Context: an optimization exercise on an open-source flow, tuned for small area, a short achievable clock period and few clock cycles per item. The choices shown serve that exercise and are no tape-out recipe. Function was checked by simulation only, so behaviour that the tests miss may differ from the original. Power figures rest on the tool's default switching activity, not on a simulated workload.

--- flow/design.v ---
package pel_pkg;
    localparam int PEL_WIDTH = 16;
    localparam int ACC_WIDTH = 32;
    typedef logic [PEL_WIDTH-1:0] pel_t;
    typedef logic [ACC_WIDTH-1:0] acc_t;
endpackage
package coef_pkg;
    localparam int COEF_WIDTH = 16;
    localparam int FRAC_BITS = 11;
    typedef logic [COEF_WIDTH-1:0] coef_t;
    localparam coef_t COEF_ONE = coef_t'(1 << FRAC_BITS);
endpackage
module scaler (
    input  logic          clk,
    input  logic          rst_n,
    input  logic          in_write,
    input  pel_pkg::pel_t in_din,
    output logic          in_full,
    input  logic [15:0]   coef,
    input  logic          out_read,
    output pel_pkg::pel_t out_dout,
    output logic          out_empty
);
    logic          v1, v2;
    pel_pkg::pel_t pel_d, pel_q;
    logic [7:0]    one_q, two_q, neg_q;
    logic          b15_q;
    logic [15:0]   s_d, c_d;
    logic [15:1]   t_d, g_d, t_q, g_q;
    logic          y0_d, y0_q, ci_d, ci_q;
    logic          lowc_d;
    logic          go2, adv, acc;
    logic [16:0] cx;
    assign cx = {coef, 1'b0};
    always_ff @(posedge clk)
    begin
        for (int j = 0; j < 8; j++)
        begin
            one_q[j] <= cx[2*j+1] ^ cx[2*j];
            two_q[j] <= (cx[2*j+2] & ~cx[2*j+1] & ~cx[2*j])
                      | (~cx[2*j+2] & cx[2*j+1] & cx[2*j]);
            neg_q[j] <= cx[2*j+2];
        end
        b15_q <= coef[15];
    end
    assign go2     = ~v2 | out_read;
    assign adv     = v1 & go2;
    assign in_full = v1 & ~go2;
    assign acc     = in_write & ~in_full;
    lane_hold u_hold (
        .d   (in_din),
        .q   (pel_q),
        .v1  (v1),
        .v2  (v2),
        .rd  (out_read),
        .y   (pel_d)
    );
    mul_tree u_tree (
        .a    (pel_q),
        .one  (one_q),
        .two  (two_q),
        .neg  (neg_q),
        .b15  (b15_q),
        .s    (s_d),
        .c    (c_d),
        .lowc (lowc_d)
    );
    assign t_d  = s_d[15:1] | c_d[15:1];
    assign g_d  = s_d[15:1] & c_d[15:1];
    assign y0_d = s_d[0] ^ c_d[0] ^ lowc_d;
    assign ci_d = (s_d[0] & c_d[0]) | (lowc_d & (s_d[0] | c_d[0]));
    always_ff @(posedge clk)
    begin
        pel_q <= pel_d;
        if (go2)
        begin
            t_q  <= t_d;
            g_q  <= g_d;
            y0_q <= y0_d;
            ci_q <= ci_d;
        end
    end
    always_ff @(posedge clk or negedge rst_n)
    begin
        if (!rst_n)
        begin
            v1 <= 1'b0;
            v2 <= 1'b0;
        end
        else
        begin
            v1 <= acc | (v1 & ~adv);
            if (go2)
                v2 <= v1;
        end
    end
    mul_cpa u_cpa (
        .t  (t_q),
        .g  (g_q),
        .ci (ci_q),
        .y  (out_dout[15:1])
    );
    assign out_dout[0] = y0_q;
    assign out_empty   = ~v2;
endmodule
module lane_hold (
    input  logic [15:0] d,
    input  logic [15:0] q,
    input  logic        v1,
    input  logic        v2,
    input  logic        rd,
    output logic [15:0] y
);
    assign y = (v1 & v2 & ~rd) ? q : d;
endmodule
module mul_tree (
    input  logic [15:0] a,
    input  logic [7:0]  one,
    input  logic [7:0]  two,
    input  logic [7:0]  neg,
    input  logic        b15,
    output logic [15:0] s,
    output logic [15:0] c,
    output logic        lowc
);
    logic pp_0_0;
    logic pp_0_1;
    logic pp_0_2;
    logic pp_0_3;
    logic pp_0_4;
    logic pp_0_5;
    logic pp_0_6;
    logic pp_0_7;
    logic pp_0_8;
    logic pp_0_9;
    logic pp_0_10;
    logic pp_0_11;
    logic pp_0_12;
    logic pp_0_13;
    logic pp_0_14;
    logic pp_0_15;
    logic pp_0_16;
    logic ns_0;
    logic pp_1_0;
    logic pp_1_1;
    logic pp_1_2;
    logic pp_1_3;
    logic pp_1_4;
    logic pp_1_5;
    logic pp_1_6;
    logic pp_1_7;
    logic pp_1_8;
    logic pp_1_9;
    logic pp_1_10;
    logic pp_1_11;
    logic pp_1_12;
    logic pp_1_13;
    logic pp_1_14;
    logic pp_1_15;
    logic pp_1_16;
    logic ns_1;
    logic pp_2_0;
    logic pp_2_1;
    logic pp_2_2;
    logic pp_2_3;
    logic pp_2_4;
    logic pp_2_5;
    logic pp_2_6;
    logic pp_2_7;
    logic pp_2_8;
    logic pp_2_9;
    logic pp_2_10;
    logic pp_2_11;
    logic pp_2_12;
    logic pp_2_13;
    logic pp_2_14;
    logic pp_2_15;
    logic pp_2_16;
    logic ns_2;
    logic pp_3_0;
    logic pp_3_1;
    logic pp_3_2;
    logic pp_3_3;
    logic pp_3_4;
    logic pp_3_5;
    logic pp_3_6;
    logic pp_3_7;
    logic pp_3_8;
    logic pp_3_9;
    logic pp_3_10;
    logic pp_3_11;
    logic pp_3_12;
    logic pp_3_13;
    logic pp_3_14;
    logic pp_3_15;
    logic pp_3_16;
    logic ns_3;
    logic pp_4_0;
    logic pp_4_1;
    logic pp_4_2;
    logic pp_4_3;
    logic pp_4_4;
    logic pp_4_5;
    logic pp_4_6;
    logic pp_4_7;
    logic pp_4_8;
    logic pp_4_9;
    logic pp_4_10;
    logic pp_4_11;
    logic pp_4_12;
    logic pp_4_13;
    logic pp_4_14;
    logic pp_4_15;
    logic pp_4_16;
    logic ns_4;
    logic pp_5_0;
    logic pp_5_1;
    logic pp_5_2;
    logic pp_5_3;
    logic pp_5_4;
    logic pp_5_5;
    logic pp_5_6;
    logic pp_5_7;
    logic pp_5_8;
    logic pp_5_9;
    logic pp_5_10;
    logic pp_5_11;
    logic pp_5_12;
    logic pp_5_13;
    logic pp_5_14;
    logic pp_5_15;
    logic pp_5_16;
    logic pp_6_0;
    logic pp_6_1;
    logic pp_6_2;
    logic pp_6_3;
    logic pp_6_4;
    logic pp_6_5;
    logic pp_6_6;
    logic pp_6_7;
    logic pp_6_8;
    logic pp_6_9;
    logic pp_6_10;
    logic pp_6_11;
    logic pp_6_12;
    logic pp_6_13;
    logic pp_6_14;
    logic pp_7_0;
    logic pp_7_1;
    logic pp_7_2;
    logic pp_7_3;
    logic pp_7_4;
    logic pp_7_5;
    logic pp_7_6;
    logic pp_7_7;
    logic pp_7_8;
    logic pp_7_9;
    logic pp_7_10;
    logic pp_7_11;
    logic pp_7_12;
    logic pp_8_0;
    logic pp_8_1;
    logic pp_8_2;
    logic pp_8_3;
    logic pp_8_4;
    logic pp_8_5;
    logic pp_8_6;
    logic pp_8_7;
    logic pp_8_8;
    logic pp_8_9;
    logic pp_8_10;
    logic nc_17;
    logic nc_18;
    logic nc_20;
    logic nc_22;
    logic nc_24;
    logic nc_26;
    logic hs_0;
    logic hc_0;
    logic hs_1;
    logic hc_1;
    logic fs_0;
    logic fc_0;
    logic hs_2;
    logic hc_2;
    logic fs_1;
    logic fc_1;
    logic hs_3;
    logic hc_3;
    logic fs_2;
    logic fc_2;
    logic fs_3;
    logic fc_3;
    logic hs_4;
    logic hc_4;
    logic fs_4;
    logic fc_4;
    logic fs_5;
    logic fc_5;
    logic hs_5;
    logic hc_5;
    logic fs_6;
    logic fc_6;
    logic fs_7;
    logic fc_7;
    logic fs_8;
    logic fc_8;
    logic hs_6;
    logic hc_6;
    logic fs_9;
    logic fc_9;
    logic fs_10;
    logic fc_10;
    logic fs_11;
    logic fc_11;
    logic hs_7;
    logic hc_7;
    logic fs_12;
    logic fc_12;
    logic fs_13;
    logic fc_13;
    logic fs_14;
    logic fc_14;
    logic fs_15;
    logic fc_15;
    logic hs_8;
    logic fs_16;
    logic fc_16;
    logic fs_17;
    logic fc_17;
    logic fs_18;
    logic fc_18;
    logic fs_19;
    logic fc_19;
    logic fs_20;
    logic fc_20;
    logic fs_21;
    logic fc_21;
    logic fs_22;
    logic fc_22;
    logic fs_23;
    logic fc_23;
    logic fs_24;
    logic fc_24;
    logic hc_10;
    logic fs_25;
    logic fc_25;
    logic fs_26;
    logic fc_26;
    logic fs_27;
    logic fc_27;
    logic fs_28;
    logic fc_28;
    logic fc_29;
    logic fs_30;
    logic fc_30;
    logic fs_31;
    logic fc_31;
    logic fs_32;
    logic fc_32;
    logic fs_33;
    logic fc_33;
    logic fs_34;
    logic fc_34;
    logic fs_35;
    logic fc_35;
    logic fs_36;
    logic fc_36;
    logic fs_37;
    logic fc_37;
    logic fs_38;
    logic fc_38;
    logic fs_39;
    logic fc_39;
    logic fs_40;
    logic fc_40;
    logic fs_41;
    logic fc_41;
    logic fs_42;
    logic fc_42;
    logic fs_43;
    logic fc_43;
    logic fs_44;
    logic fc_44;
    logic fs_45;
    logic fc_45;
    logic fs_46;
    logic fc_46;
    logic fs_47;
    logic fc_47;
    logic fs_49;
    logic fc_49;
    logic fs_50;
    logic fc_50;
    logic fs_51;
    logic fc_51;
    logic fs_52;
    logic fc_52;
    logic fs_53;
    logic fc_53;
    logic fs_54;
    logic fc_54;
    logic fs_56;
    logic fc_56;
    logic fs_57;
    logic fc_57;
    logic fs_58;
    logic fc_58;
    logic fs_59;
    logic fc_59;
    logic fs_60;
    logic fc_60;
    logic fs_61;
    logic fc_61;
    logic fs_63;
    logic fc_63;
    logic fs_64;
    logic fc_64;
    logic fs_65;
    logic fc_65;
    logic fs_66;
    logic fc_66;
    logic fs_67;
    logic fc_67;
    logic fs_68;
    logic fc_68;
    logic fs_70;
    logic fc_70;
    logic fs_71;
    logic fc_71;
    logic fs_72;
    logic fc_72;
    logic fs_73;
    logic fc_73;
    logic fs_74;
    logic fc_74;
    logic fs_76;
    logic fc_76;
    logic fs_77;
    logic fc_77;
    logic fs_78;
    logic fc_78;
    logic fs_79;
    logic fc_79;
    logic fs_80;
    logic fc_80;
    logic fs_82;
    logic fc_82;
    logic fs_83;
    logic fc_83;
    logic fs_84;
    logic fc_84;
    logic fs_85;
    logic fc_85;
    logic fs_87;
    logic fc_87;
    logic fs_88;
    logic fc_88;
    logic fs_89;
    logic fc_89;
    logic fs_90;
    logic fc_90;
    logic fs_92;
    logic fc_92;
    logic fs_93;
    logic fc_93;
    logic fs_94;
    logic fc_94;
    logic fs_96;
    logic fc_96;
    logic fs_97;
    logic fc_97;
    logic fs_98;
    logic fc_98;
    logic fs_100;
    logic fc_100;
    logic fs_101;
    logic fc_101;
    logic fc_102;
    assign pp_0_0 = ((one[0] & a[0])) ^ neg[0];
    assign pp_0_1 = ((one[0] & a[1]) | (two[0] & a[0])) ^ neg[0];
    assign pp_0_2 = ((one[0] & a[2]) | (two[0] & a[1])) ^ neg[0];
    assign pp_0_3 = ((one[0] & a[3]) | (two[0] & a[2])) ^ neg[0];
    assign pp_0_4 = ((one[0] & a[4]) | (two[0] & a[3])) ^ neg[0];
    assign pp_0_5 = ((one[0] & a[5]) | (two[0] & a[4])) ^ neg[0];
    assign pp_0_6 = ((one[0] & a[6]) | (two[0] & a[5])) ^ neg[0];
    assign pp_0_7 = ((one[0] & a[7]) | (two[0] & a[6])) ^ neg[0];
    assign pp_0_8 = ((one[0] & a[8]) | (two[0] & a[7])) ^ neg[0];
    assign pp_0_9 = ((one[0] & a[9]) | (two[0] & a[8])) ^ neg[0];
    assign pp_0_10 = ((one[0] & a[10]) | (two[0] & a[9])) ^ neg[0];
    assign pp_0_11 = ((one[0] & a[11]) | (two[0] & a[10])) ^ neg[0];
    assign pp_0_12 = ((one[0] & a[12]) | (two[0] & a[11])) ^ neg[0];
    assign pp_0_13 = ((one[0] & a[13]) | (two[0] & a[12])) ^ neg[0];
    assign pp_0_14 = ((one[0] & a[14]) | (two[0] & a[13])) ^ neg[0];
    assign pp_0_15 = ((one[0] & a[15]) | (two[0] & a[14])) ^ neg[0];
    assign pp_0_16 = ((two[0] & a[15])) ^ neg[0];
    assign ns_0 = ~neg[0];
    assign pp_1_0 = ((one[1] & a[0])) ^ neg[1];
    assign pp_1_1 = ((one[1] & a[1]) | (two[1] & a[0])) ^ neg[1];
    assign pp_1_2 = ((one[1] & a[2]) | (two[1] & a[1])) ^ neg[1];
    assign pp_1_3 = ((one[1] & a[3]) | (two[1] & a[2])) ^ neg[1];
    assign pp_1_4 = ((one[1] & a[4]) | (two[1] & a[3])) ^ neg[1];
    assign pp_1_5 = ((one[1] & a[5]) | (two[1] & a[4])) ^ neg[1];
    assign pp_1_6 = ((one[1] & a[6]) | (two[1] & a[5])) ^ neg[1];
    assign pp_1_7 = ((one[1] & a[7]) | (two[1] & a[6])) ^ neg[1];
    assign pp_1_8 = ((one[1] & a[8]) | (two[1] & a[7])) ^ neg[1];
    assign pp_1_9 = ((one[1] & a[9]) | (two[1] & a[8])) ^ neg[1];
    assign pp_1_10 = ((one[1] & a[10]) | (two[1] & a[9])) ^ neg[1];
    assign pp_1_11 = ((one[1] & a[11]) | (two[1] & a[10])) ^ neg[1];
    assign pp_1_12 = ((one[1] & a[12]) | (two[1] & a[11])) ^ neg[1];
    assign pp_1_13 = ((one[1] & a[13]) | (two[1] & a[12])) ^ neg[1];
    assign pp_1_14 = ((one[1] & a[14]) | (two[1] & a[13])) ^ neg[1];
    assign pp_1_15 = ((one[1] & a[15]) | (two[1] & a[14])) ^ neg[1];
    assign pp_1_16 = ((two[1] & a[15])) ^ neg[1];
    assign ns_1 = ~neg[1];
    assign pp_2_0 = ((one[2] & a[0])) ^ neg[2];
    assign pp_2_1 = ((one[2] & a[1]) | (two[2] & a[0])) ^ neg[2];
    assign pp_2_2 = ((one[2] & a[2]) | (two[2] & a[1])) ^ neg[2];
    assign pp_2_3 = ((one[2] & a[3]) | (two[2] & a[2])) ^ neg[2];
    assign pp_2_4 = ((one[2] & a[4]) | (two[2] & a[3])) ^ neg[2];
    assign pp_2_5 = ((one[2] & a[5]) | (two[2] & a[4])) ^ neg[2];
    assign pp_2_6 = ((one[2] & a[6]) | (two[2] & a[5])) ^ neg[2];
    assign pp_2_7 = ((one[2] & a[7]) | (two[2] & a[6])) ^ neg[2];
    assign pp_2_8 = ((one[2] & a[8]) | (two[2] & a[7])) ^ neg[2];
    assign pp_2_9 = ((one[2] & a[9]) | (two[2] & a[8])) ^ neg[2];
    assign pp_2_10 = ((one[2] & a[10]) | (two[2] & a[9])) ^ neg[2];
    assign pp_2_11 = ((one[2] & a[11]) | (two[2] & a[10])) ^ neg[2];
    assign pp_2_12 = ((one[2] & a[12]) | (two[2] & a[11])) ^ neg[2];
    assign pp_2_13 = ((one[2] & a[13]) | (two[2] & a[12])) ^ neg[2];
    assign pp_2_14 = ((one[2] & a[14]) | (two[2] & a[13])) ^ neg[2];
    assign pp_2_15 = ((one[2] & a[15]) | (two[2] & a[14])) ^ neg[2];
    assign pp_2_16 = ((two[2] & a[15])) ^ neg[2];
    assign ns_2 = ~neg[2];
    assign pp_3_0 = ((one[3] & a[0])) ^ neg[3];
    assign pp_3_1 = ((one[3] & a[1]) | (two[3] & a[0])) ^ neg[3];
    assign pp_3_2 = ((one[3] & a[2]) | (two[3] & a[1])) ^ neg[3];
    assign pp_3_3 = ((one[3] & a[3]) | (two[3] & a[2])) ^ neg[3];
    assign pp_3_4 = ((one[3] & a[4]) | (two[3] & a[3])) ^ neg[3];
    assign pp_3_5 = ((one[3] & a[5]) | (two[3] & a[4])) ^ neg[3];
    assign pp_3_6 = ((one[3] & a[6]) | (two[3] & a[5])) ^ neg[3];
    assign pp_3_7 = ((one[3] & a[7]) | (two[3] & a[6])) ^ neg[3];
    assign pp_3_8 = ((one[3] & a[8]) | (two[3] & a[7])) ^ neg[3];
    assign pp_3_9 = ((one[3] & a[9]) | (two[3] & a[8])) ^ neg[3];
    assign pp_3_10 = ((one[3] & a[10]) | (two[3] & a[9])) ^ neg[3];
    assign pp_3_11 = ((one[3] & a[11]) | (two[3] & a[10])) ^ neg[3];
    assign pp_3_12 = ((one[3] & a[12]) | (two[3] & a[11])) ^ neg[3];
    assign pp_3_13 = ((one[3] & a[13]) | (two[3] & a[12])) ^ neg[3];
    assign pp_3_14 = ((one[3] & a[14]) | (two[3] & a[13])) ^ neg[3];
    assign pp_3_15 = ((one[3] & a[15]) | (two[3] & a[14])) ^ neg[3];
    assign pp_3_16 = ((two[3] & a[15])) ^ neg[3];
    assign ns_3 = ~neg[3];
    assign pp_4_0 = ((one[4] & a[0])) ^ neg[4];
    assign pp_4_1 = ((one[4] & a[1]) | (two[4] & a[0])) ^ neg[4];
    assign pp_4_2 = ((one[4] & a[2]) | (two[4] & a[1])) ^ neg[4];
    assign pp_4_3 = ((one[4] & a[3]) | (two[4] & a[2])) ^ neg[4];
    assign pp_4_4 = ((one[4] & a[4]) | (two[4] & a[3])) ^ neg[4];
    assign pp_4_5 = ((one[4] & a[5]) | (two[4] & a[4])) ^ neg[4];
    assign pp_4_6 = ((one[4] & a[6]) | (two[4] & a[5])) ^ neg[4];
    assign pp_4_7 = ((one[4] & a[7]) | (two[4] & a[6])) ^ neg[4];
    assign pp_4_8 = ((one[4] & a[8]) | (two[4] & a[7])) ^ neg[4];
    assign pp_4_9 = ((one[4] & a[9]) | (two[4] & a[8])) ^ neg[4];
    assign pp_4_10 = ((one[4] & a[10]) | (two[4] & a[9])) ^ neg[4];
    assign pp_4_11 = ((one[4] & a[11]) | (two[4] & a[10])) ^ neg[4];
    assign pp_4_12 = ((one[4] & a[12]) | (two[4] & a[11])) ^ neg[4];
    assign pp_4_13 = ((one[4] & a[13]) | (two[4] & a[12])) ^ neg[4];
    assign pp_4_14 = ((one[4] & a[14]) | (two[4] & a[13])) ^ neg[4];
    assign pp_4_15 = ((one[4] & a[15]) | (two[4] & a[14])) ^ neg[4];
    assign pp_4_16 = ((two[4] & a[15])) ^ neg[4];
    assign ns_4 = ~neg[4];
    assign pp_5_0 = ((one[5] & a[0])) ^ neg[5];
    assign pp_5_1 = ((one[5] & a[1]) | (two[5] & a[0])) ^ neg[5];
    assign pp_5_2 = ((one[5] & a[2]) | (two[5] & a[1])) ^ neg[5];
    assign pp_5_3 = ((one[5] & a[3]) | (two[5] & a[2])) ^ neg[5];
    assign pp_5_4 = ((one[5] & a[4]) | (two[5] & a[3])) ^ neg[5];
    assign pp_5_5 = ((one[5] & a[5]) | (two[5] & a[4])) ^ neg[5];
    assign pp_5_6 = ((one[5] & a[6]) | (two[5] & a[5])) ^ neg[5];
    assign pp_5_7 = ((one[5] & a[7]) | (two[5] & a[6])) ^ neg[5];
    assign pp_5_8 = ((one[5] & a[8]) | (two[5] & a[7])) ^ neg[5];
    assign pp_5_9 = ((one[5] & a[9]) | (two[5] & a[8])) ^ neg[5];
    assign pp_5_10 = ((one[5] & a[10]) | (two[5] & a[9])) ^ neg[5];
    assign pp_5_11 = ((one[5] & a[11]) | (two[5] & a[10])) ^ neg[5];
    assign pp_5_12 = ((one[5] & a[12]) | (two[5] & a[11])) ^ neg[5];
    assign pp_5_13 = ((one[5] & a[13]) | (two[5] & a[12])) ^ neg[5];
    assign pp_5_14 = ((one[5] & a[14]) | (two[5] & a[13])) ^ neg[5];
    assign pp_5_15 = ((one[5] & a[15]) | (two[5] & a[14])) ^ neg[5];
    assign pp_5_16 = ((two[5] & a[15])) ^ neg[5];
    assign pp_6_0 = ((one[6] & a[0])) ^ neg[6];
    assign pp_6_1 = ((one[6] & a[1]) | (two[6] & a[0])) ^ neg[6];
    assign pp_6_2 = ((one[6] & a[2]) | (two[6] & a[1])) ^ neg[6];
    assign pp_6_3 = ((one[6] & a[3]) | (two[6] & a[2])) ^ neg[6];
    assign pp_6_4 = ((one[6] & a[4]) | (two[6] & a[3])) ^ neg[6];
    assign pp_6_5 = ((one[6] & a[5]) | (two[6] & a[4])) ^ neg[6];
    assign pp_6_6 = ((one[6] & a[6]) | (two[6] & a[5])) ^ neg[6];
    assign pp_6_7 = ((one[6] & a[7]) | (two[6] & a[6])) ^ neg[6];
    assign pp_6_8 = ((one[6] & a[8]) | (two[6] & a[7])) ^ neg[6];
    assign pp_6_9 = ((one[6] & a[9]) | (two[6] & a[8])) ^ neg[6];
    assign pp_6_10 = ((one[6] & a[10]) | (two[6] & a[9])) ^ neg[6];
    assign pp_6_11 = ((one[6] & a[11]) | (two[6] & a[10])) ^ neg[6];
    assign pp_6_12 = ((one[6] & a[12]) | (two[6] & a[11])) ^ neg[6];
    assign pp_6_13 = ((one[6] & a[13]) | (two[6] & a[12])) ^ neg[6];
    assign pp_6_14 = ((one[6] & a[14]) | (two[6] & a[13])) ^ neg[6];
    assign pp_7_0 = ((one[7] & a[0])) ^ neg[7];
    assign pp_7_1 = ((one[7] & a[1]) | (two[7] & a[0])) ^ neg[7];
    assign pp_7_2 = ((one[7] & a[2]) | (two[7] & a[1])) ^ neg[7];
    assign pp_7_3 = ((one[7] & a[3]) | (two[7] & a[2])) ^ neg[7];
    assign pp_7_4 = ((one[7] & a[4]) | (two[7] & a[3])) ^ neg[7];
    assign pp_7_5 = ((one[7] & a[5]) | (two[7] & a[4])) ^ neg[7];
    assign pp_7_6 = ((one[7] & a[6]) | (two[7] & a[5])) ^ neg[7];
    assign pp_7_7 = ((one[7] & a[7]) | (two[7] & a[6])) ^ neg[7];
    assign pp_7_8 = ((one[7] & a[8]) | (two[7] & a[7])) ^ neg[7];
    assign pp_7_9 = ((one[7] & a[9]) | (two[7] & a[8])) ^ neg[7];
    assign pp_7_10 = ((one[7] & a[10]) | (two[7] & a[9])) ^ neg[7];
    assign pp_7_11 = ((one[7] & a[11]) | (two[7] & a[10])) ^ neg[7];
    assign pp_7_12 = ((one[7] & a[12]) | (two[7] & a[11])) ^ neg[7];
    assign pp_8_0 = b15 & a[0];
    assign pp_8_1 = b15 & a[1];
    assign pp_8_2 = b15 & a[2];
    assign pp_8_3 = b15 & a[3];
    assign pp_8_4 = b15 & a[4];
    assign pp_8_5 = b15 & a[5];
    assign pp_8_6 = b15 & a[6];
    assign pp_8_7 = b15 & a[7];
    assign pp_8_8 = b15 & a[8];
    assign pp_8_9 = b15 & a[9];
    assign pp_8_10 = b15 & a[10];
    assign nc_17 = ~ns_0;
    assign nc_18 = ~ns_0;
    assign nc_20 = ~pp_8_4;
    assign nc_22 = ~pp_8_6;
    assign nc_24 = ~pp_8_8;
    assign nc_26 = ~pp_8_10;
    mul_ha u_hs_0 (.a(neg[1]), .b(pp_0_2), .s(hs_0), .c(hc_0));
    mul_ha u_hs_1 (.a(pp_0_3), .b(pp_1_1), .s(hs_1), .c(hc_1));
    mul_fa u_fs_0 (.a(neg[2]), .b(pp_0_4), .ci(pp_1_2), .s(fs_0), .co(fc_0));
    mul_ha u_hs_2 (.a(pp_2_0), .b(hc_1), .s(hs_2), .c(hc_2));
    mul_fa u_fs_1 (.a(pp_0_5), .b(pp_1_3), .ci(pp_2_1), .s(fs_1), .co(fc_1));
    mul_ha u_hs_3 (.a(hc_2), .b(fc_0), .s(hs_3), .c(hc_3));
    mul_fa u_fs_2 (.a(neg[3]), .b(pp_0_6), .ci(pp_1_4), .s(fs_2), .co(fc_2));
    mul_fa u_fs_3 (.a(pp_2_2), .b(pp_3_0), .ci(fc_1), .s(fs_3), .co(fc_3));
    mul_ha u_hs_4 (.a(fs_2), .b(hc_3), .s(hs_4), .c(hc_4));
    mul_fa u_fs_4 (.a(pp_0_7), .b(pp_1_5), .ci(pp_2_3), .s(fs_4), .co(fc_4));
    mul_fa u_fs_5 (.a(pp_3_1), .b(fc_2), .ci(fs_4), .s(fs_5), .co(fc_5));
    mul_ha u_hs_5 (.a(fc_3), .b(hc_4), .s(hs_5), .c(hc_5));
    mul_fa u_fs_6 (.a(neg[4]), .b(pp_0_8), .ci(pp_1_6), .s(fs_6), .co(fc_6));
    mul_fa u_fs_7 (.a(pp_2_4), .b(pp_3_2), .ci(pp_4_0), .s(fs_7), .co(fc_7));
    mul_fa u_fs_8 (.a(fc_4), .b(fs_6), .ci(fs_7), .s(fs_8), .co(fc_8));
    mul_ha u_hs_6 (.a(fc_5), .b(hc_5), .s(hs_6), .c(hc_6));
    mul_fa u_fs_9 (.a(pp_0_9), .b(pp_1_7), .ci(pp_2_5), .s(fs_9), .co(fc_9));
    mul_fa u_fs_10 (.a(pp_3_3), .b(pp_4_1), .ci(fc_6), .s(fs_10), .co(fc_10));
    mul_fa u_fs_11 (.a(fc_7), .b(fs_9), .ci(fc_8), .s(fs_11), .co(fc_11));
    mul_ha u_hs_7 (.a(fs_10), .b(hc_6), .s(hs_7), .c(hc_7));
    mul_fa u_fs_12 (.a(neg[5]), .b(pp_0_10), .ci(pp_1_8), .s(fs_12), .co(fc_12));
    mul_fa u_fs_13 (.a(pp_2_6), .b(pp_3_4), .ci(pp_4_2), .s(fs_13), .co(fc_13));
    mul_fa u_fs_14 (.a(pp_5_0), .b(fc_9), .ci(fs_12), .s(fs_14), .co(fc_14));
    mul_fa u_fs_15 (.a(fs_13), .b(fc_10), .ci(fs_14), .s(fs_15), .co(fc_15));
    mul_ha u_hs_8 (.a(fc_11), .b(hc_7), .s(hs_8), .c(s[0]));
    mul_fa u_fs_16 (.a(pp_0_11), .b(pp_1_9), .ci(pp_2_7), .s(fs_16), .co(fc_16));
    mul_fa u_fs_17 (.a(pp_3_5), .b(pp_4_3), .ci(pp_5_1), .s(fs_17), .co(fc_17));
    mul_fa u_fs_18 (.a(fc_12), .b(fc_13), .ci(fs_16), .s(fs_18), .co(fc_18));
    mul_fa u_fs_19 (.a(fs_17), .b(fc_14), .ci(fs_18), .s(fs_19), .co(fc_19));
    mul_ha u_hs_9 (.a(fc_15), .b(fs_19), .s(c[0]), .c(s[1]));
    mul_fa u_fs_20 (.a(neg[6]), .b(pp_0_12), .ci(pp_1_10), .s(fs_20), .co(fc_20));
    mul_fa u_fs_21 (.a(pp_2_8), .b(pp_3_6), .ci(pp_4_4), .s(fs_21), .co(fc_21));
    mul_fa u_fs_22 (.a(pp_5_2), .b(pp_6_0), .ci(fc_16), .s(fs_22), .co(fc_22));
    mul_fa u_fs_23 (.a(fc_17), .b(fs_20), .ci(fs_21), .s(fs_23), .co(fc_23));
    mul_fa u_fs_24 (.a(fc_18), .b(fs_22), .ci(fs_23), .s(fs_24), .co(fc_24));
    mul_ha u_hs_10 (.a(fc_19), .b(fs_24), .s(c[1]), .c(hc_10));
    mul_fa u_fs_25 (.a(pp_0_13), .b(pp_1_11), .ci(pp_2_9), .s(fs_25), .co(fc_25));
    mul_fa u_fs_26 (.a(pp_3_7), .b(pp_4_5), .ci(pp_5_3), .s(fs_26), .co(fc_26));
    mul_fa u_fs_27 (.a(pp_6_1), .b(fc_20), .ci(fc_21), .s(fs_27), .co(fc_27));
    mul_fa u_fs_28 (.a(fs_25), .b(fs_26), .ci(fc_22), .s(fs_28), .co(fc_28));
    mul_fa u_fs_29 (.a(fc_23), .b(fs_27), .ci(fs_28), .s(s[2]), .co(fc_29));
    mul_ha u_hs_11 (.a(fc_24), .b(hc_10), .s(c[2]), .c(s[3]));
    mul_fa u_fs_30 (.a(neg[7]), .b(pp_0_14), .ci(pp_1_12), .s(fs_30), .co(fc_30));
    mul_fa u_fs_31 (.a(pp_2_10), .b(pp_3_8), .ci(pp_4_6), .s(fs_31), .co(fc_31));
    mul_fa u_fs_32 (.a(pp_5_4), .b(pp_6_2), .ci(pp_7_0), .s(fs_32), .co(fc_32));
    mul_fa u_fs_33 (.a(fc_25), .b(fc_26), .ci(fs_30), .s(fs_33), .co(fc_33));
    mul_fa u_fs_34 (.a(fs_31), .b(fs_32), .ci(fc_27), .s(fs_34), .co(fc_34));
    mul_fa u_fs_35 (.a(fs_33), .b(fc_28), .ci(fs_34), .s(fs_35), .co(fc_35));
    mul_ha u_hs_12 (.a(fc_29), .b(fs_35), .s(c[3]), .c(s[4]));
    mul_fa u_fs_36 (.a(pp_0_15), .b(pp_1_13), .ci(pp_2_11), .s(fs_36), .co(fc_36));
    mul_fa u_fs_37 (.a(pp_3_9), .b(pp_4_7), .ci(pp_5_5), .s(fs_37), .co(fc_37));
    mul_fa u_fs_38 (.a(pp_6_3), .b(pp_7_1), .ci(fc_30), .s(fs_38), .co(fc_38));
    mul_fa u_fs_39 (.a(fc_31), .b(fc_32), .ci(fs_36), .s(fs_39), .co(fc_39));
    mul_fa u_fs_40 (.a(fs_37), .b(fc_33), .ci(fs_38), .s(fs_40), .co(fc_40));
    mul_fa u_fs_41 (.a(fs_39), .b(fc_34), .ci(fs_40), .s(fs_41), .co(fc_41));
    mul_ha u_hs_13 (.a(fc_35), .b(fs_41), .s(c[4]), .c(s[5]));
    mul_fa u_fs_42 (.a(pp_8_0), .b(pp_0_16), .ci(pp_1_14), .s(fs_42), .co(fc_42));
    mul_fa u_fs_43 (.a(pp_2_12), .b(pp_3_10), .ci(pp_4_8), .s(fs_43), .co(fc_43));
    mul_fa u_fs_44 (.a(pp_5_6), .b(pp_6_4), .ci(pp_7_2), .s(fs_44), .co(fc_44));
    mul_fa u_fs_45 (.a(fc_36), .b(fc_37), .ci(fs_42), .s(fs_45), .co(fc_45));
    mul_fa u_fs_46 (.a(fs_43), .b(fs_44), .ci(fc_38), .s(fs_46), .co(fc_46));
    mul_fa u_fs_47 (.a(fc_39), .b(fs_45), .ci(fc_40), .s(fs_47), .co(fc_47));
    mul_fa u_fs_48 (.a(fs_46), .b(fc_41), .ci(fs_47), .s(c[5]), .co(s[6]));
    mul_fa u_fs_49 (.a(nc_17), .b(pp_8_1), .ci(pp_1_15), .s(fs_49), .co(fc_49));
    mul_fa u_fs_50 (.a(pp_2_13), .b(pp_3_11), .ci(pp_4_9), .s(fs_50), .co(fc_50));
    mul_fa u_fs_51 (.a(pp_5_7), .b(pp_6_5), .ci(pp_7_3), .s(fs_51), .co(fc_51));
    mul_fa u_fs_52 (.a(fc_42), .b(fc_43), .ci(fc_44), .s(fs_52), .co(fc_52));
    mul_fa u_fs_53 (.a(fs_49), .b(fs_50), .ci(fs_51), .s(fs_53), .co(fc_53));
    mul_fa u_fs_54 (.a(fc_45), .b(fs_52), .ci(fs_53), .s(fs_54), .co(fc_54));
    mul_fa u_fs_55 (.a(fc_46), .b(fs_54), .ci(fc_47), .s(c[6]), .co(c[7]));
    mul_fa u_fs_56 (.a(nc_18), .b(pp_8_2), .ci(pp_1_16), .s(fs_56), .co(fc_56));
    mul_fa u_fs_57 (.a(pp_2_14), .b(pp_3_12), .ci(pp_4_10), .s(fs_57), .co(fc_57));
    mul_fa u_fs_58 (.a(pp_5_8), .b(pp_6_6), .ci(pp_7_4), .s(fs_58), .co(fc_58));
    mul_fa u_fs_59 (.a(fc_49), .b(fc_50), .ci(fc_51), .s(fs_59), .co(fc_59));
    mul_fa u_fs_60 (.a(fs_56), .b(fs_57), .ci(fs_58), .s(fs_60), .co(fc_60));
    mul_fa u_fs_61 (.a(fc_52), .b(fc_53), .ci(fs_59), .s(fs_61), .co(fc_61));
    mul_fa u_fs_62 (.a(fs_60), .b(fc_54), .ci(fs_61), .s(s[7]), .co(s[8]));
    mul_fa u_fs_63 (.a(ns_1), .b(ns_0), .ci(pp_8_3), .s(fs_63), .co(fc_63));
    mul_fa u_fs_64 (.a(pp_2_15), .b(pp_3_13), .ci(pp_4_11), .s(fs_64), .co(fc_64));
    mul_fa u_fs_65 (.a(pp_5_9), .b(pp_6_7), .ci(pp_7_5), .s(fs_65), .co(fc_65));
    mul_fa u_fs_66 (.a(fs_63), .b(fc_56), .ci(fc_57), .s(fs_66), .co(fc_66));
    mul_fa u_fs_67 (.a(fc_58), .b(fs_64), .ci(fs_65), .s(fs_67), .co(fc_67));
    mul_fa u_fs_68 (.a(fc_59), .b(fc_60), .ci(fs_66), .s(fs_68), .co(fc_68));
    mul_fa u_fs_69 (.a(fs_67), .b(fc_61), .ci(fs_68), .s(c[8]), .co(s[9]));
    mul_fa u_fs_70 (.a(nc_20), .b(pp_2_16), .ci(pp_3_14), .s(fs_70), .co(fc_70));
    mul_fa u_fs_71 (.a(pp_4_12), .b(pp_5_10), .ci(pp_6_8), .s(fs_71), .co(fc_71));
    mul_fa u_fs_72 (.a(pp_7_6), .b(fc_63), .ci(fc_64), .s(fs_72), .co(fc_72));
    mul_fa u_fs_73 (.a(fc_65), .b(fs_70), .ci(fs_71), .s(fs_73), .co(fc_73));
    mul_fa u_fs_74 (.a(fc_66), .b(fc_67), .ci(fs_72), .s(fs_74), .co(fc_74));
    mul_fa u_fs_75 (.a(fs_73), .b(fc_68), .ci(fs_74), .s(c[9]), .co(s[10]));
    mul_fa u_fs_76 (.a(ns_2), .b(pp_8_5), .ci(pp_8_4), .s(fs_76), .co(fc_76));
    mul_fa u_fs_77 (.a(pp_3_15), .b(pp_4_13), .ci(pp_5_11), .s(fs_77), .co(fc_77));
    mul_fa u_fs_78 (.a(pp_6_9), .b(pp_7_7), .ci(fs_76), .s(fs_78), .co(fc_78));
    mul_fa u_fs_79 (.a(fc_70), .b(fc_71), .ci(fs_77), .s(fs_79), .co(fc_79));
    mul_fa u_fs_80 (.a(fs_78), .b(fc_72), .ci(fc_73), .s(fs_80), .co(fc_80));
    mul_fa u_fs_81 (.a(fs_79), .b(fc_74), .ci(fs_80), .s(c[10]), .co(s[11]));
    mul_fa u_fs_82 (.a(nc_22), .b(pp_3_16), .ci(pp_4_14), .s(fs_82), .co(fc_82));
    mul_fa u_fs_83 (.a(pp_5_12), .b(pp_6_10), .ci(pp_7_8), .s(fs_83), .co(fc_83));
    mul_fa u_fs_84 (.a(fc_76), .b(fc_77), .ci(fs_82), .s(fs_84), .co(fc_84));
    mul_fa u_fs_85 (.a(fs_83), .b(fc_78), .ci(fc_79), .s(fs_85), .co(fc_85));
    mul_fa u_fs_86 (.a(fs_84), .b(fc_80), .ci(fs_85), .s(c[11]), .co(s[12]));
    mul_fa u_fs_87 (.a(ns_3), .b(pp_8_7), .ci(pp_8_6), .s(fs_87), .co(fc_87));
    mul_fa u_fs_88 (.a(pp_4_15), .b(pp_5_13), .ci(pp_6_11), .s(fs_88), .co(fc_88));
    mul_fa u_fs_89 (.a(pp_7_9), .b(fs_87), .ci(fc_82), .s(fs_89), .co(fc_89));
    mul_fa u_fs_90 (.a(fc_83), .b(fs_88), .ci(fc_84), .s(fs_90), .co(fc_90));
    mul_fa u_fs_91 (.a(fs_89), .b(fc_85), .ci(fs_90), .s(c[12]), .co(s[13]));
    mul_fa u_fs_92 (.a(nc_24), .b(pp_4_16), .ci(pp_5_14), .s(fs_92), .co(fc_92));
    mul_fa u_fs_93 (.a(pp_6_12), .b(pp_7_10), .ci(fc_87), .s(fs_93), .co(fc_93));
    mul_fa u_fs_94 (.a(fc_88), .b(fs_92), .ci(fs_93), .s(fs_94), .co(fc_94));
    mul_fa u_fs_95 (.a(fc_89), .b(fs_94), .ci(fc_90), .s(c[13]), .co(c[14]));
    mul_fa u_fs_96 (.a(ns_4), .b(pp_8_9), .ci(pp_8_8), .s(fs_96), .co(fc_96));
    mul_fa u_fs_97 (.a(pp_5_15), .b(pp_6_13), .ci(pp_7_11), .s(fs_97), .co(fc_97));
    mul_fa u_fs_98 (.a(fs_96), .b(fc_92), .ci(fs_97), .s(fs_98), .co(fc_98));
    mul_fa u_fs_99 (.a(fc_93), .b(fs_98), .ci(fc_94), .s(s[14]), .co(c[15]));
    mul_fa u_fs_100 (.a(nc_26), .b(pp_5_16), .ci(pp_6_14), .s(fs_100), .co(fc_100));
    mul_fa u_fs_101 (.a(pp_7_12), .b(fc_96), .ci(fc_97), .s(fs_101), .co(fc_101));
    mul_fa u_fs_102 (.a(fs_100), .b(fc_98), .ci(fs_101), .s(s[15]), .co(fc_102));
    logic lg_0, lt_0;
    assign lg_0 = neg[0] & pp_0_0;
    assign lt_0 = neg[0] | pp_0_0;
    logic lg_2, lt_2;
    assign lg_2 = pp_1_0 & hs_0;
    assign lt_2 = pp_1_0 | hs_0;
    logic lg_3, lt_3;
    assign lg_3 = hc_0 & hs_1;
    assign lt_3 = hc_0 | hs_1;
    logic lg_4, lt_4;
    assign lg_4 = fs_0 & hs_2;
    assign lt_4 = fs_0 | hs_2;
    logic lg_5, lt_5;
    assign lg_5 = fs_1 & hs_3;
    assign lt_5 = fs_1 | hs_3;
    logic lg_6, lt_6;
    assign lg_6 = fs_3 & hs_4;
    assign lt_6 = fs_3 | hs_4;
    logic lg_7, lt_7;
    assign lg_7 = fs_5 & hs_5;
    assign lt_7 = fs_5 | hs_5;
    logic lg_8, lt_8;
    assign lg_8 = fs_8 & hs_6;
    assign lt_8 = fs_8 | hs_6;
    logic lg_9, lt_9;
    assign lg_9 = fs_11 & hs_7;
    assign lt_9 = fs_11 | hs_7;
    logic lg_10, lt_10;
    assign lg_10 = fs_15 & hs_8;
    assign lt_10 = fs_15 | hs_8;
    logic lcg0, lct0;
    assign lcg0 = 1'b0 | (pp_0_1 & lg_0);
    assign lct0 = pp_0_1 & lt_0;
    logic lcg1, lct1;
    assign lcg1 = lg_4 | (lt_4 & lg_3);
    assign lct1 = lt_4 & lt_3;
    logic lcg2, lct2;
    assign lcg2 = lcg1 | (lct1 & lg_2);
    assign lct2 = lct1 & lt_2;
    logic lcg3, lct3;
    assign lcg3 = lcg2 | (lct2 & lcg0);
    assign lct3 = lct2 & lct0;
    logic lcg4, lct4;
    assign lcg4 = lg_7 | (lt_7 & lg_6);
    assign lct4 = lt_7 & lt_6;
    logic lcg5, lct5;
    assign lcg5 = lcg4 | (lct4 & lg_5);
    assign lct5 = lct4 & lt_5;
    logic lcg6, lct6;
    assign lcg6 = lg_10 | (lt_10 & lg_9);
    assign lct6 = lt_10 & lt_9;
    logic lcg7, lct7;
    assign lcg7 = lcg6 | (lct6 & lg_8);
    assign lct7 = lct6 & lt_8;
    logic lcg8, lct8;
    assign lcg8 = lcg7 | (lct7 & lcg5);
    assign lct8 = lct7 & lct5;
    logic lcg9, lct9;
    assign lcg9 = lcg8 | (lct8 & lcg3);
    assign lct9 = lct8 & lct3;
    logic lc_g;
    assign lc_g = lcg9;
    assign lowc = lc_g;
endmodule
module mul_fa (
    input  logic a,
    input  logic b,
    input  logic ci,
    output logic s,
    output logic co
);
    assign s  = a ^ b ^ ci;
    assign co = (a & b) | (ci & (a ^ b));
endmodule
module mul_ha (
    input  logic a,
    input  logic b,
    output logic s,
    output logic c
);
    assign s = a ^ b;
    assign c = a & b;
endmodule
module mul_cpa (
    input  logic [14:0] t,
    input  logic [14:0] g,
    input  logic        ci,
    output logic [14:0] y
);
    logic g0_1;
    assign g0_1 = g[0] | (t[0] & ci);
    logic g0_3;
    assign g0_3 = g[2] | (t[2] & g[1]);
    logic t0_3;
    assign t0_3 = t[2] & t[1];
    logic g0_5;
    assign g0_5 = g[4] | (t[4] & g[3]);
    logic t0_5;
    assign t0_5 = t[4] & t[3];
    logic g0_7;
    assign g0_7 = g[6] | (t[6] & g[5]);
    logic t0_7;
    assign t0_7 = t[6] & t[5];
    logic g0_9;
    assign g0_9 = g[8] | (t[8] & g[7]);
    logic t0_9;
    assign t0_9 = t[8] & t[7];
    logic g0_11;
    assign g0_11 = g[10] | (t[10] & g[9]);
    logic t0_11;
    assign t0_11 = t[10] & t[9];
    logic g0_13;
    assign g0_13 = g[12] | (t[12] & g[11]);
    logic t0_13;
    assign t0_13 = t[12] & t[11];
    logic g0_15;
    assign g0_15 = g[14] | (t[14] & g[13]);
    logic t0_15;
    assign t0_15 = t[14] & t[13];
    logic g1_2;
    assign g1_2 = g[1] | (t[1] & g0_1);
    logic g1_3;
    assign g1_3 = g0_3 | (t0_3 & g0_1);
    logic g1_6;
    assign g1_6 = g[5] | (t[5] & g0_5);
    logic t1_6;
    assign t1_6 = t[5] & t0_5;
    logic g1_7;
    assign g1_7 = g0_7 | (t0_7 & g0_5);
    logic t1_7;
    assign t1_7 = t0_7 & t0_5;
    logic g1_10;
    assign g1_10 = g[9] | (t[9] & g0_9);
    logic t1_10;
    assign t1_10 = t[9] & t0_9;
    logic g1_11;
    assign g1_11 = g0_11 | (t0_11 & g0_9);
    logic t1_11;
    assign t1_11 = t0_11 & t0_9;
    logic g1_14;
    assign g1_14 = g[13] | (t[13] & g0_13);
    logic t1_14;
    assign t1_14 = t[13] & t0_13;
    logic g1_15;
    assign g1_15 = g0_15 | (t0_15 & g0_13);
    logic t1_15;
    assign t1_15 = t0_15 & t0_13;
    logic g2_4;
    assign g2_4 = g[3] | (t[3] & g1_3);
    logic g2_5;
    assign g2_5 = g0_5 | (t0_5 & g1_3);
    logic g2_6;
    assign g2_6 = g1_6 | (t1_6 & g1_3);
    logic g2_7;
    assign g2_7 = g1_7 | (t1_7 & g1_3);
    logic g2_12;
    assign g2_12 = g[11] | (t[11] & g1_11);
    logic t2_12;
    assign t2_12 = t[11] & t1_11;
    logic g2_13;
    assign g2_13 = g0_13 | (t0_13 & g1_11);
    logic t2_13;
    assign t2_13 = t0_13 & t1_11;
    logic g2_14;
    assign g2_14 = g1_14 | (t1_14 & g1_11);
    logic t2_14;
    assign t2_14 = t1_14 & t1_11;
    logic g2_15;
    assign g2_15 = g1_15 | (t1_15 & g1_11);
    logic t2_15;
    assign t2_15 = t1_15 & t1_11;
    logic g3_8;
    assign g3_8 = g[7] | (t[7] & g2_7);
    logic g3_9;
    assign g3_9 = g0_9 | (t0_9 & g2_7);
    logic g3_10;
    assign g3_10 = g1_10 | (t1_10 & g2_7);
    logic g3_11;
    assign g3_11 = g1_11 | (t1_11 & g2_7);
    logic g3_12;
    assign g3_12 = g2_12 | (t2_12 & g2_7);
    logic g3_13;
    assign g3_13 = g2_13 | (t2_13 & g2_7);
    logic g3_14;
    assign g3_14 = g2_14 | (t2_14 & g2_7);
    logic g3_15;
    assign g3_15 = g2_15 | (t2_15 & g2_7);
    assign y[0] = (t[0] & ~g[0]) ^ ci;
    assign y[1] = (t[1] & ~g[1]) ^ g0_1;
    assign y[2] = (t[2] & ~g[2]) ^ g1_2;
    assign y[3] = (t[3] & ~g[3]) ^ g1_3;
    assign y[4] = (t[4] & ~g[4]) ^ g2_4;
    assign y[5] = (t[5] & ~g[5]) ^ g2_5;
    assign y[6] = (t[6] & ~g[6]) ^ g2_6;
    assign y[7] = (t[7] & ~g[7]) ^ g2_7;
    assign y[8] = (t[8] & ~g[8]) ^ g3_8;
    assign y[9] = (t[9] & ~g[9]) ^ g3_9;
    assign y[10] = (t[10] & ~g[10]) ^ g3_10;
    assign y[11] = (t[11] & ~g[11]) ^ g3_11;
    assign y[12] = (t[12] & ~g[12]) ^ g3_12;
    assign y[13] = (t[13] & ~g[13]) ^ g3_13;
    assign y[14] = (t[14] & ~g[14]) ^ g3_14;
endmodule
module pel_scaler_top #(
    parameter int FLUX  = 2,
    parameter int DEPTH = 4
) (
    input  logic                              clk,
    input  logic                              rst_n,
    input  logic            [FLUX-1:0]        in_write,
    input  pel_pkg::pel_t   [FLUX-1:0]        in_din,
    output logic            [FLUX-1:0]        in_full,
    input  coef_pkg::coef_t [FLUX-1:0]        coef,
    input  logic            [FLUX-1:0]        out_read,
    output pel_pkg::pel_t   [FLUX-1:0]        out_dout,
    output logic            [FLUX-1:0]        out_empty
);
    genvar f;
    generate
        for (f = 0; f < FLUX; f++)
        begin : g_lane
            scaler u_lane (
                .clk       (clk),
                .rst_n     (rst_n),
                .in_write  (in_write[f]),
                .in_din    (in_din[f]),
                .in_full   (in_full[f]),
                .coef      (coef[f]),
                .out_read  (out_read[f]),
                .out_dout  (out_dout[f]),
                .out_empty (out_empty[f])
            );
        end
    endgenerate
endmodule
--- flow/flow/run.sh ---
#!/bin/bash
# the standard layout, with plain buffers (not delay cells) on the ports
bash standard.sh "BUFFER_PORTS_ARGS=-buffer_cell sky130_fd_sc_hd__buf_2" finish > standard.log 2>&1
--- flow/config.mk ---
export PLATFORM = sky130hd
export DESIGN_NAME = pel_scaler_top
export DESIGN_NICKNAME = pel_scaler_top
export VERILOG_FILES = /design/flow/design.v
export SDC_FILE = /design/flow/constraint.sdc
export NUM_CORES = 4
export LEC_CHECK = 0
export ABC_AREA = 1
export CAP_MARGIN = 20
export CORE_MARGIN = 2
export CORE_UTILIZATION = 40
export CTS_BUF_LIST = sky130_fd_sc_hd__clkbuf_4 sky130_fd_sc_hd__clkbuf_8
export CTS_CLUSTER_DIAMETER = 100
export CTS_CLUSTER_SIZE = 30
export SETUP_SLACK_MARGIN = 4
export SLEW_MARGIN = 20
export SYNTH_HIERARCHICAL = 1
--- flow/standard.sh ---
#!/bin/bash
# synth_recipe.tcl (not shown) runs the flow's synth.tcl, then flattens the netlist and writes it again
# the make line also repeats each setting of config.mk as NAME=value (left out here)
make -C /OpenROAD-flow-scripts/flow DESIGN_CONFIG=/design/flow/config.mk WORK_HOME=/design/flow/orfs CLKGATE_MAP_FILE= SYNTH_SCRIPT=/design/flow/synth_recipe.tcl "${@:-finish}"
--- flow/constraint.sdc ---
create_clock -name core_clock -period 8.0 [get_ports {clk}]
set_input_delay 1.6000 -clock core_clock [delete_from_list [all_inputs] [get_ports {clk}]]
set_output_delay 1.6000 -clock core_clock [all_outputs]
set_load 0.01 [all_outputs]
==> metrics.csv, run 1 <==
metric,value,unit
rsz0062_at_grt,true,
irDropWorstVdd,0.137,mV
yosys.cell_types.count,35,
synth_area_leaders,"fa_1 25%, xor2_1 14%, edfxtp_1 11%",
status,"complete, no violations",
fin_crit_sh,48.8,%
power_density,365,nW/µm²
clk_latency,0.50,ns
postSynthNetCount,2104,
fin_crit,3.91,ns
start_kind,register,
grt_pass1_wl,67600,µm
die-area,43900,µm²
synth_ff_type,dfxtp_1,
start_util,40.4,%
synth_warnings,7,
critical_path.max_fanout,15,
post_drt_wl_per_cell,17.8,µm
drc,0,
hold_buffers,0,
cts_root_buffer,clkbuf_8,
clock_skew,0.0145,ns
vias,12900,
yosys-top-cells-count,"306 x nand2_1, 268 x xor2_1, 208 x fa_1, 208 x inv_1, 162 x o22ai_1",
wl,43800,µm
die_height,209,µm
max_cap_violations,0,
antenna_found_initial,0,
io_buffers,105,
synth_area,16900,µm²
path_clk_slew,0.10,ns
viasPerCell,5.22,
clockBufferDepth,2,
slew_headroom,30.5,%
synth_top_area_cell,fa_1,
cts_max_level,4,
coreArea,41800,µm²
arrival,4.17,ns
worstMarginPinSlew,1.04,ns
end_kind,register,
numCtsBuffers,17,
grt_usage,19.6,%
yosysMostFrequentCell,nand2_1,
synth_seq_cells,148,
hold_viol,0,
row_count,75,
layout.nets,2221,
io_pins,106,
drt_pre_antenna_iters,5,
overflow,0,
hp-class,reg -> reg,
drive_above_1_share,24.7,%
die_x,209,µm
critPathKind,reg -> reg,
hold_slack,0.485,ns
async_reset_ff_share,2.70,%
gp_congestion,0.894,
drtIter0Drc,1055,
tns,0,ns
syn-mean-instance-area,9.39,µm²
synth_cells,1798,
yosysSeqAreaShare,21.5,%
area_growth,9.91,%
crit_required,8.26,ns
grt_pass1_vias,12500,
fmax,0.256,GHz
cts_tree,done,
n_antenna_cell,0,
synth.top_cell.area_share,24.7,%
hpwl,31500,µm
grt_max_degree,34,
clock_sinks,148,
setup_viol,0,
p_leak,8.67,nW
slew_violations,0,
synth_edf_count,64,
ant_nets,0,
modules after synthesis (local to each module, per instance), excerpt:
module	area, µm²	flops+latches	copies in the design	cells inside
mul_tree	2950	0	2	412
scaler	2300	74	2	174
mul_cpa	666	0	2	140
lane_hold	288	0	2	56
mul_fa	20.0	0	206	1
mul_ha	12.5	0	28	1
registers in the layout (all words and copies together), names as in the netlist:
name                 flops
g_lane.u_lane.ci_q       2
g_lane.u_lane.v1         2
g_lane.u_lane.y0_q       2
g_lane.u_lane.pel_q     32
g_lane.u_lane.g_q       30
g_lane.u_lane.one_q     16
g_lane.u_lane.neg_q     16
g_lane.u_lane.v2         2
g_lane.u_lane.t_q       30
g_lane.u_lane.two_q     16
per-stage QoR:
stage               util [%]  cells  power, mW  setup slack, ns  area [µm²]
floorplan                  -   1798       5.02             4.37       16900
global placement        41.3   2343       6.02             3.74       17200
detailed placement      41.3   2343       6.15             3.72       17200
CTS                     42.2   2375       6.76             4.00       17600
global route            44.4   2467       7.60             3.96       18600
finish                  44.4   2467       6.77             4.09       18600
placed cells by master (no fill, tap or decap), drive strengths merged, types with 2 or more instances in the layout:
cell | synthesis | final
nand2 | 332 | 332
xor2 | 268 | 268
inv | 256 | 238
o22ai | 230 | 230
fa | 208 | 208
buf | 110 | 203
dfxtp | 80 | 80
edfxtp | 64 | 64
nand3 | 58 | 58
nor2 | 46 | 46
nand4 | 34 | 34
or2 | 30 | 30
ha | 28 | 28
clkinvlp | 0 | 25
a21oi | 22 | 22
clkbuf | 0 | 21
xnor2 | 12 | 12
clkinv | 0 | 8
o21ai | 4 | 4
o21a | 4 | 4
dfrtp | 4 | 4
nor3 | 2 | 2
nand3b | 2 | 2
o211a | 2 | 2
and2 | 2 | 2
where the power goes:
group          leakage [nW]  internal [mW]  switching [mW]
logic                  7.12           2.15            2.59
clock network         0.198          0.261           0.311
registers              1.35           1.27           0.176
total                  8.67           3.68            3.08
kinds of logic (layout without fill, tap and decap cells):
family	Yosys count	in the layout	synth area share (%)
buf+inv	366	496	11.2
compound gates	262	262	12.3
fa+ha+maj	236	236	26.7
flops	148	148	21.5
simple gates	506	506	13.8
xor+xnor	280	280	14.5
worst max-delay path: stages (launching register included):
cell	delay, ns
dfxtp_1	0.33
inv_1	0.45
o22ai_1	0.17
xor2_1	0.19
fa_1	0.42
fa_1	0.45
fa_1	0.49
fa_1	0.40
fa_1	0.48
or2_2	0.30
layer usage:
| layer | up-vias | routed length (µm) | share of wire (%) | GRT usage [%] |
|---|---|---|---|---|
| met3 | 66 | 3690 | 8.4 | 3.82 |
| met4 | 0 | 834 | 1.9 | 6.26 |
| met2 | 563 | 19000 | 43 | 29.0 |
| met1 | 6213 | 20300 | 46 | 28.8 |
| li1 | 6024 | - | - | - |
| met5 | - | 0 | 0 | 0 |
final cells by class:
type,count,area (µm²)
Fill cell,3974,23200
Timing Repair inverter,4,20.0
Timing Repair Buffer,204,1290
Sequential cell,148,3680
Clock inverter,12,105
Multi-Input combinational cell,1284,11400
Tap cell,539,674
Inverter,256,1130
Clock buffer,20,263
repair_timing:
item | in CTS | in global routing
gates cloned | 0 | 4
gates resized for setup | 10 | 105
endpoints found under the hold margin | 0 | 0
setup buffers | 0 | 88
endpoints found under the setup margin | 11 | 10
path summary, 6_finish.rpt:
| check | start | end | slack (ns) | cells past startpoint |
|---|---|---|---|---|
| min in group asynchronous | rst_n | g_lane[1].u_lane.v1 | 0.90 | 1 |
| worst max-delay path | g_lane[1].u_lane.two_q[5] | g_lane[1].u_lane.t_q[5] | 4.09 | 9 |
| worst max register to register | g_lane[1].u_lane.two_q[5] | g_lane[1].u_lane.t_q[5] | 4.09 | 9 |
| worst min register to register | g_lane[1].u_lane.pel_q[14] | g_lane[1].u_lane.pel_q[14] | 0.49 | 2 |
| max in group asynchronous | rst_n | g_lane[1].u_lane.v2 | 6.98 | 1 |
| worst min-delay path | g_lane[1].u_lane.pel_q[14] | g_lane[1].u_lane.pel_q[14] | 0.49 | 2 |
Testbench counts, summed over its fixed seeds: cycles 8,016, items 16,000.
==> run 2, diff against run 1 <==
--- a/flow/config.mk
+++ b/flow/config.mk
@@ -6,5 +6,5 @@
 export NUM_CORES = 4
 export LEC_CHECK = 0
-export ABC_AREA = 1
+export ABC_CLOCK_PERIOD_IN_PS = 3000
 export CAP_MARGIN = 20
 export CORE_MARGIN = 2
==> metrics.csv, run 2 <==
metric,value,unit,change
die_x,203,µm,-3.0%
clockBufferDepth,2,,unchanged
synth_area,15900,µm²,-6.0%
start_util,40.8,%,+0.36 points
drtIter0Drc,696,,-34%
top_layer_used,met4,,
layout_common_cells,"282 x xnor2_1, 230 x a22oi_1, 208 x fa_1",,
overflow,0,,unchanged
rsz0062_at_grt,true,,
die_height,203,µm,-3.0%
synth_ff_type,dfxtp_1,,
synth_top_area_cell,fa_1,,
tns,0,ns,unchanged
coreArea,38900,µm²,-6.8%
yosys-top-cells-count,"282 x xnor2_1, 230 x a22oi_1, 208 x fa_1",,
fin_crit_sh,48.4,%,-0.43 points
drt_pre_antenna_iters,6,,+1
synth_mux_area_share,2.74,%,+2.7 points
syn-mean-instance-area,11.0,µm²,+17%
max_cap_violations,0,,unchanged
layout_commonest_cell,xnor2_1,,
synthAdderAreaFrac,28.4,%,+1.7 points
ant_nets,0,,unchanged
crit_chain,a21oi_4 -> o21ai_4 -> a32oi_4 -> nor2_1 -> nor4_1 -> a211o_2 -> buf_2,,
synth-compound-area-share,15.8,%,+3.5 points
hold_buffers,0,,unchanged
async_reset_ff_share,2.70,%,unchanged
synth.top_cell.area_share,26.2,%,+1.6 points
fin_crit,3.87,ns,-0.0347 ns
cts_tree,done,,
synth_area_leaders,"fa_1 26%, xnor2_1 16%, edfxtp_1 12%",,
yosys.area_share.simple,8.39,%,-5.4 points
end_kind,primary output,,
met2WireLength,19200,µm,+1.1%
grt_usage,18.7,%,-0.96 points
n_antenna_cell,0,,unchanged
post_drt_wl_per_cell,18.9,µm,+6.7%
cts_root_buffer,clkbuf_8,,
layout.nets,1759,,-21%
viasPerCell,5.48,,+5.2%
clock_sinks,148,,unchanged
synth_xor_area_share,16.3,%,+1.8 points
setup_viol,0,,unchanged
p_leak,6.20,nW,-28%
io_pins,106,,unchanged
die-area,41300,µm²,-5.9%
path_clk_slew,0.09,ns,about the same
critical_path.max_fanout,4,,-11
grt_pass1_vias,11000,,-12%
worstMarginPinSlew,1.00,ns,-0.0404 ns
met1_length,15200,µm,-25%
yosysSeqAreaShare,22.8,%,+1.4 points
slew_violations,0,,unchanged
postSynthNetCount,1752,,-17%
grt_max_degree,34,,unchanged
yosysMostFrequentCell,xnor2_1,,
gp_congestion,0.851,,-4.8%
total_power,6.39,mW,-5.6%
synth_top_family_by_area,adder cells,,
nFillCells,3773,,-5.1%
drive_above_1_share,18.4,%,-6.3 points
drc,0,,unchanged
status,"complete, no violations",,
hold_start,g_lane[0].u_lane.pel_q[9],,
top_regs,"g_lane.u_lane.pel_q x32, g_lane.u_lane.g_q x30, g_lane.u_lane.t_q x30",,
row_count,72,,-4.0%
slowest_delay,0.46,ns,-0.03 ns
largest-register,g_lane.u_lane.pel_q,,
clk_latency,0.49,ns,about the same
largest_reg_flops,32,,unchanged
synth_cells,1446,,-20%
start_kind,register,,
grt_pass1_wl,60700,µm,-10%
r2r_start,g_lane[0].u_lane.two_q[4],,
synth_edf_count,64,,unchanged
clock_skew,0.0224,ns,+0.00785 ns
arrival,2.27,ns,-1.90 ns
yosys.cell_types.count,52,,+49%
fmax,0.258,GHz,+0.90%
synth_seq_cells,148,,unchanged
irDropWorstVdd,0.158,mV,+15%
path_buf_inv,1,,unchanged
vias,10900,,-15%
io_buffers,105,,unchanged
critPathKind,reg -> out,,
hp-class,reg -> reg,,
hpwl,28400,µm,-9.9%
wl,37600,µm,-14%
dr_wl_met3,2340,µm,-36%
crit_required,6.40,ns,-1.86 ns
hold_slack,0.496,ns,+0.0110 ns
cts_max_level,4,,unchanged
hold_viol,0,,unchanged
critPathTopFamily,compound AO/OA/AOI/OAI gates,,
crit_path_start,g_lane[1].u_lane.ci_q,,
power_density,376,nW/µm²,+3.2%
slowest_stage,edfxtp_1,,
slew_headroom,33.2,%,+2.7 points
antenna_found_initial,0,,unchanged
numCtsBuffers,17,,unchanged
area_growth,6.95,%,
synth_warnings,7,,unchanged
run 2: changes by cell type in the layout (fill, tap and decap cells not counted), sizes merged, moves of 44 or more:
cell and change:
a22oi +230, o22ai -226, nand2 -286, inv -209, xnor2 +270, and2 +44, xor2 -254, nand3 -52
buf -69
run 2: power by group:
part / total, mW / internal [mW] / switching, mW
sequential: 1.56 / 1.27 / 0.282
combinational: 4.27 / 2.15 / 2.12
clock: 0.562 / 0.261 / 0.302
run 2: path summary, 6_finish.rpt:
check                                       endpoint  slack [ns]  cells past startpoint
hold reg to reg            g_lane[0].u_lane.pel_q[9]        0.50                      1
min in group asynchronous        g_lane[1].u_lane.v1        0.90                      1
setup / recovery                        out_dout[29]        4.13                      7
setup reg to reg             g_lane[0].u_lane.t_q[5]        4.15                      8
hold / removal             g_lane[0].u_lane.pel_q[9]        0.50                      1
max in group asynchronous        g_lane[0].u_lane.v1        6.99                      1
run 2: kinds of logic after synthesis:
family	after synthesis
fa+ha+maj	236
buf+inv	170
mux	32
compound gates	334
xor+xnor	296
simple gates	230
flops	148
run 2: cell type report:
cell class	count	area [µm²]	share of cell area, %
multi-input cells	1128	11400	67.1
well taps	518	648	3.82
clock inverters	11	101	0.597
repair buffers	134	743	4.38
inverters	24	90.1	0.531
clock buffers	20	263	1.55
flip-flops and latches	148	3740	22.0
run 2: metal layers:
metal / vias up / global-route usage, %
met5: - / 0
met1: 5483 / 23.3
met3: 50 / 3.76
met4: 0 / 5.81
li1: 4978 / -
met2: 365 / 32.4
run 2: per-stage QoR:
| stage | worst slack [ns] | cells | utilization [%] | cell area (µm²) |
|---|---|---|---|---|
| 2_1_floorplan | 4.15 | 1446 | - | 15900 |
| 3_3_place_gp | 3.78 | 1950 | 42.3 | 16500 |
| 6_report | 4.13 | 1983 | 43.6 | 17000 |
| 5_1_grt | 3.94 | 1983 | 43.6 | 17000 |
| 4_1_cts | 3.97 | 1981 | 43.4 | 16900 |
| 3_5_place_dp | 3.70 | 1950 | 42.3 | 16500 |
run 2: per-module statistics from Yosys (local to each module, per instance), excerpt:
module | flops+latches | cell area (µm²) | cells | copies in the design
mul_tree | 0 | 2670 | 374 | 2
mul_ha | 0 | 12.5 | 1 | 28
lane_hold | 0 | 249 | 18 | 2
scaler | 74 | 2260 | 140 | 2
mul_fa | 0 | 20.0 | 1 | 206
mul_cpa | 0 | 524 | 74 | 2
run 2: what timing repair did:
action	in CTS	in global routing
gates resized for setup	35	35
buffers inserted	0	2
cloned	0	0
endpoints found under the setup margin	16	14
pin swaps	0	2
==> run 3, diff against run 2 <==
--- a/flow/config.mk
+++ b/flow/config.mk
@@ -6,5 +6,5 @@
 export NUM_CORES = 4
 export LEC_CHECK = 0
-export ABC_CLOCK_PERIOD_IN_PS = 3000
+export ABC_CLOCK_PERIOD_IN_PS = 5000
 export CAP_MARGIN = 20
 export CORE_MARGIN = 2
==> metrics.csv, run 3 <==
metric,value,unit,change
status,"complete, no violations",,
cts_max_level,4,,unchanged
clock_sinks,148,,unchanged
row_count,72,,unchanged
coreArea,38900,µm²,unchanged
largest_reg_flops,32,,unchanged
r2r_start,g_lane[0].u_lane.two_q[4],,
synth_area_leaders,"fa_1 26%, xnor2_1 16%, edfxtp_1 12%",,
utilization,43.6,%,unchanged
die_height,203,µm,unchanged
synth_warnings,7,,unchanged
die_x,203,µm,unchanged
max_cap_violations,0,,unchanged
crit_path_start,g_lane[1].u_lane.ci_q,,
start_kind,register,,
synth_top_area_cell,fa_1,,
multiInputGateArea,11400,µm²,unchanged
die-area,41300,µm²,unchanged
postSynthNetCount,1752,,unchanged
synth_ff_type,dfxtp_1,,
viasPerCell,5.48,,unchanged
largest-register,g_lane.u_lane.pel_q,,
io_buffers,105,,unchanged
critPathKind,reg -> out,,
start_util,40.8,%,unchanged
drt_pre_antenna_iters,6,,unchanged
r2r_cells,8,,unchanged
ant_nets,0,,unchanged
yosysSeqAreaShare,22.8,%,unchanged
yosysMostFrequentCell,xnor2_1,,
hpwl,28400,µm,unchanged
r2r_end,g_lane[0].u_lane.t_q[5],,
grt_usage,18.7,%,unchanged
synth_edf_count,64,,unchanged
wl,37600,µm,unchanged
cts_tree,done,,
layout.nets,1759,,unchanged
numCtsBuffers,17,,unchanged
cts_root_buffer,clkbuf_8,,
gp_congestion,0.851,,unchanged
top_regs,"g_lane.u_lane.pel_q x32, g_lane.u_lane.g_q x30, g_lane.u_lane.t_q x30",,
end_kind,primary output,,
critical_path.max_fanout,4,,unchanged
clk_latency,0.49,ns,about the same
fmax,0.258,GHz,unchanged
slew_headroom,33.2,%,unchanged
yosys.cell_types.count,52,,unchanged
setup_viol,0,,unchanged
hold_buffers,0,,unchanged
-- run 3: kinds of logic (layout without fill, tap and decap cells) --
logic type,count (synthesis),in the layout,synth area share [%]
buffers and inverters,170,189,5.46
muxes,32,32,2.74
adders and majority gates,236,236,28.4
and+or+nand+nor,230,230,8.39
xor gates and xnor gates,296,296,16.3
DFF,148,148,22.8
AOI/OAI and AO/OA,334,334,15.8
-- run 3: metrics by stage --
stage               power [mW]  cell area (µm²)  cells  worst slack, ns  hold slack (ns)
finish                    6.39            17000   1983             4.13            0.496
global placement          5.79            16500   1950             3.78            0.474
detailed placement        5.90            16500   1950             3.70            0.475
global route              7.17            17000   1983             3.94            0.528
floorplan                 4.79            15900   1446             4.15            0.452
CTS                       6.49            16900   1981             3.97            0.501
-- run 3: how the worst min path moves through the flow --
stage,start,to,slack (ns),cells after the start
after floorplan,g_lane[0].u_lane.pel_q[0],g_lane[0].u_lane.pel_q[0],0.45,1
after global placement,g_lane[0].u_lane.pel_q[11],g_lane[0].u_lane.pel_q[11],0.47,1
after detailed placement,g_lane[0].u_lane.pel_q[9],g_lane[0].u_lane.pel_q[9],0.47,1
after CTS,g_lane[0].u_lane.pel_q[9],g_lane[0].u_lane.pel_q[9],0.50,1
after global routing,g_lane[0].u_lane.pel_q[11],g_lane[0].u_lane.pel_q[11],0.53,1
final,g_lane[0].u_lane.pel_q[9],g_lane[0].u_lane.pel_q[9],0.50,1
-- run 3: critical path, stage by stage (launching register included) --
cell and delay, ns:
edfxtp_1 0.46, a21oi_4 0.22, o21ai_4 0.13, a32oi_4 0.33, nor2_1 0.11, nor4_1 0.29, a211o_2 0.14, buf_2 0.12
-- run 3: timing repair --
item	in CTS	in global routing
endpoints found under the setup margin	16	14
gates resized for setup	35	35
pin swaps	0	2
endpoints found under the hold margin	0	0
buffers inserted	0	2
-- run 3: layer usage --
layer / global-route usage, % / vias up / share of wire (%)
met3: 3.76 / 50 / 6.2
met1: 23.3 / 5483 / 40
met2: 32.4 / 365 / 51
li1: - / 4978 / -
met5: 0 / - / 0
met4: 5.81 / 0 / 2.2
-- run 3: area by class of cell --
cell class / count / share of cell area [%]
well taps: 518 / 3.82
inverters: 24 / 0.531
flip-flops and latches: 148 / 22.0
clock buffers: 20 / 1.55
clock inverters: 11 / 0.597
multi-input cells: 1128 / 67.1
repair buffers: 134 / 4.38
-- run 3: report_power, final --
group	switching, mW	leakage (nW)	internal (mW)
Combinational	2.12	4.65	2.15
Clock	0.302	0.191	0.261
Sequential	0.282	1.36	1.27
Total	2.70	6.20	3.68
-- run 3: Yosys stat by module (local to each module, per instance), excerpt --
| module | cell area, µm² | cells | flip-flops and latches |
|---|---|---|---|
| mul_tree | 2670 | 374 | 0 |
| scaler | 2260 | 140 | 74 |
| mul_cpa | 524 | 74 | 0 |
| lane_hold | 249 | 18 | 0 |
| mul_fa | 20.0 | 1 | 0 |
| mul_ha | 12.5 | 1 | 0 |

-- port drivers added, routing unchanged --
No port has a modelled driver above. Below, the same layouts with a new extraction and two added sets of constraints.
Step 1 sets driving cells, clkbuf_16 on the clock port and buf_2 on the other inputs (assumed; they add their load-dependent delay and slew).
Step 2 also shifts input and output timing later by t, the mid clock arrival at the registers, as if the neighbouring blocks saw the same clock.
Slacks: ideal ports / drivers / drivers and shift; pairs: ideal ports / drivers.
run	t, ns	slack for setup (ns)
run 1	0.538	4.094 / 4.094 / 4.094
run 2	0.522	4.129 / 4.082 / 4.152
run 3	0.522	4.129 / 4.082 / 4.152
After both steps every run listed still meets setup and hold.
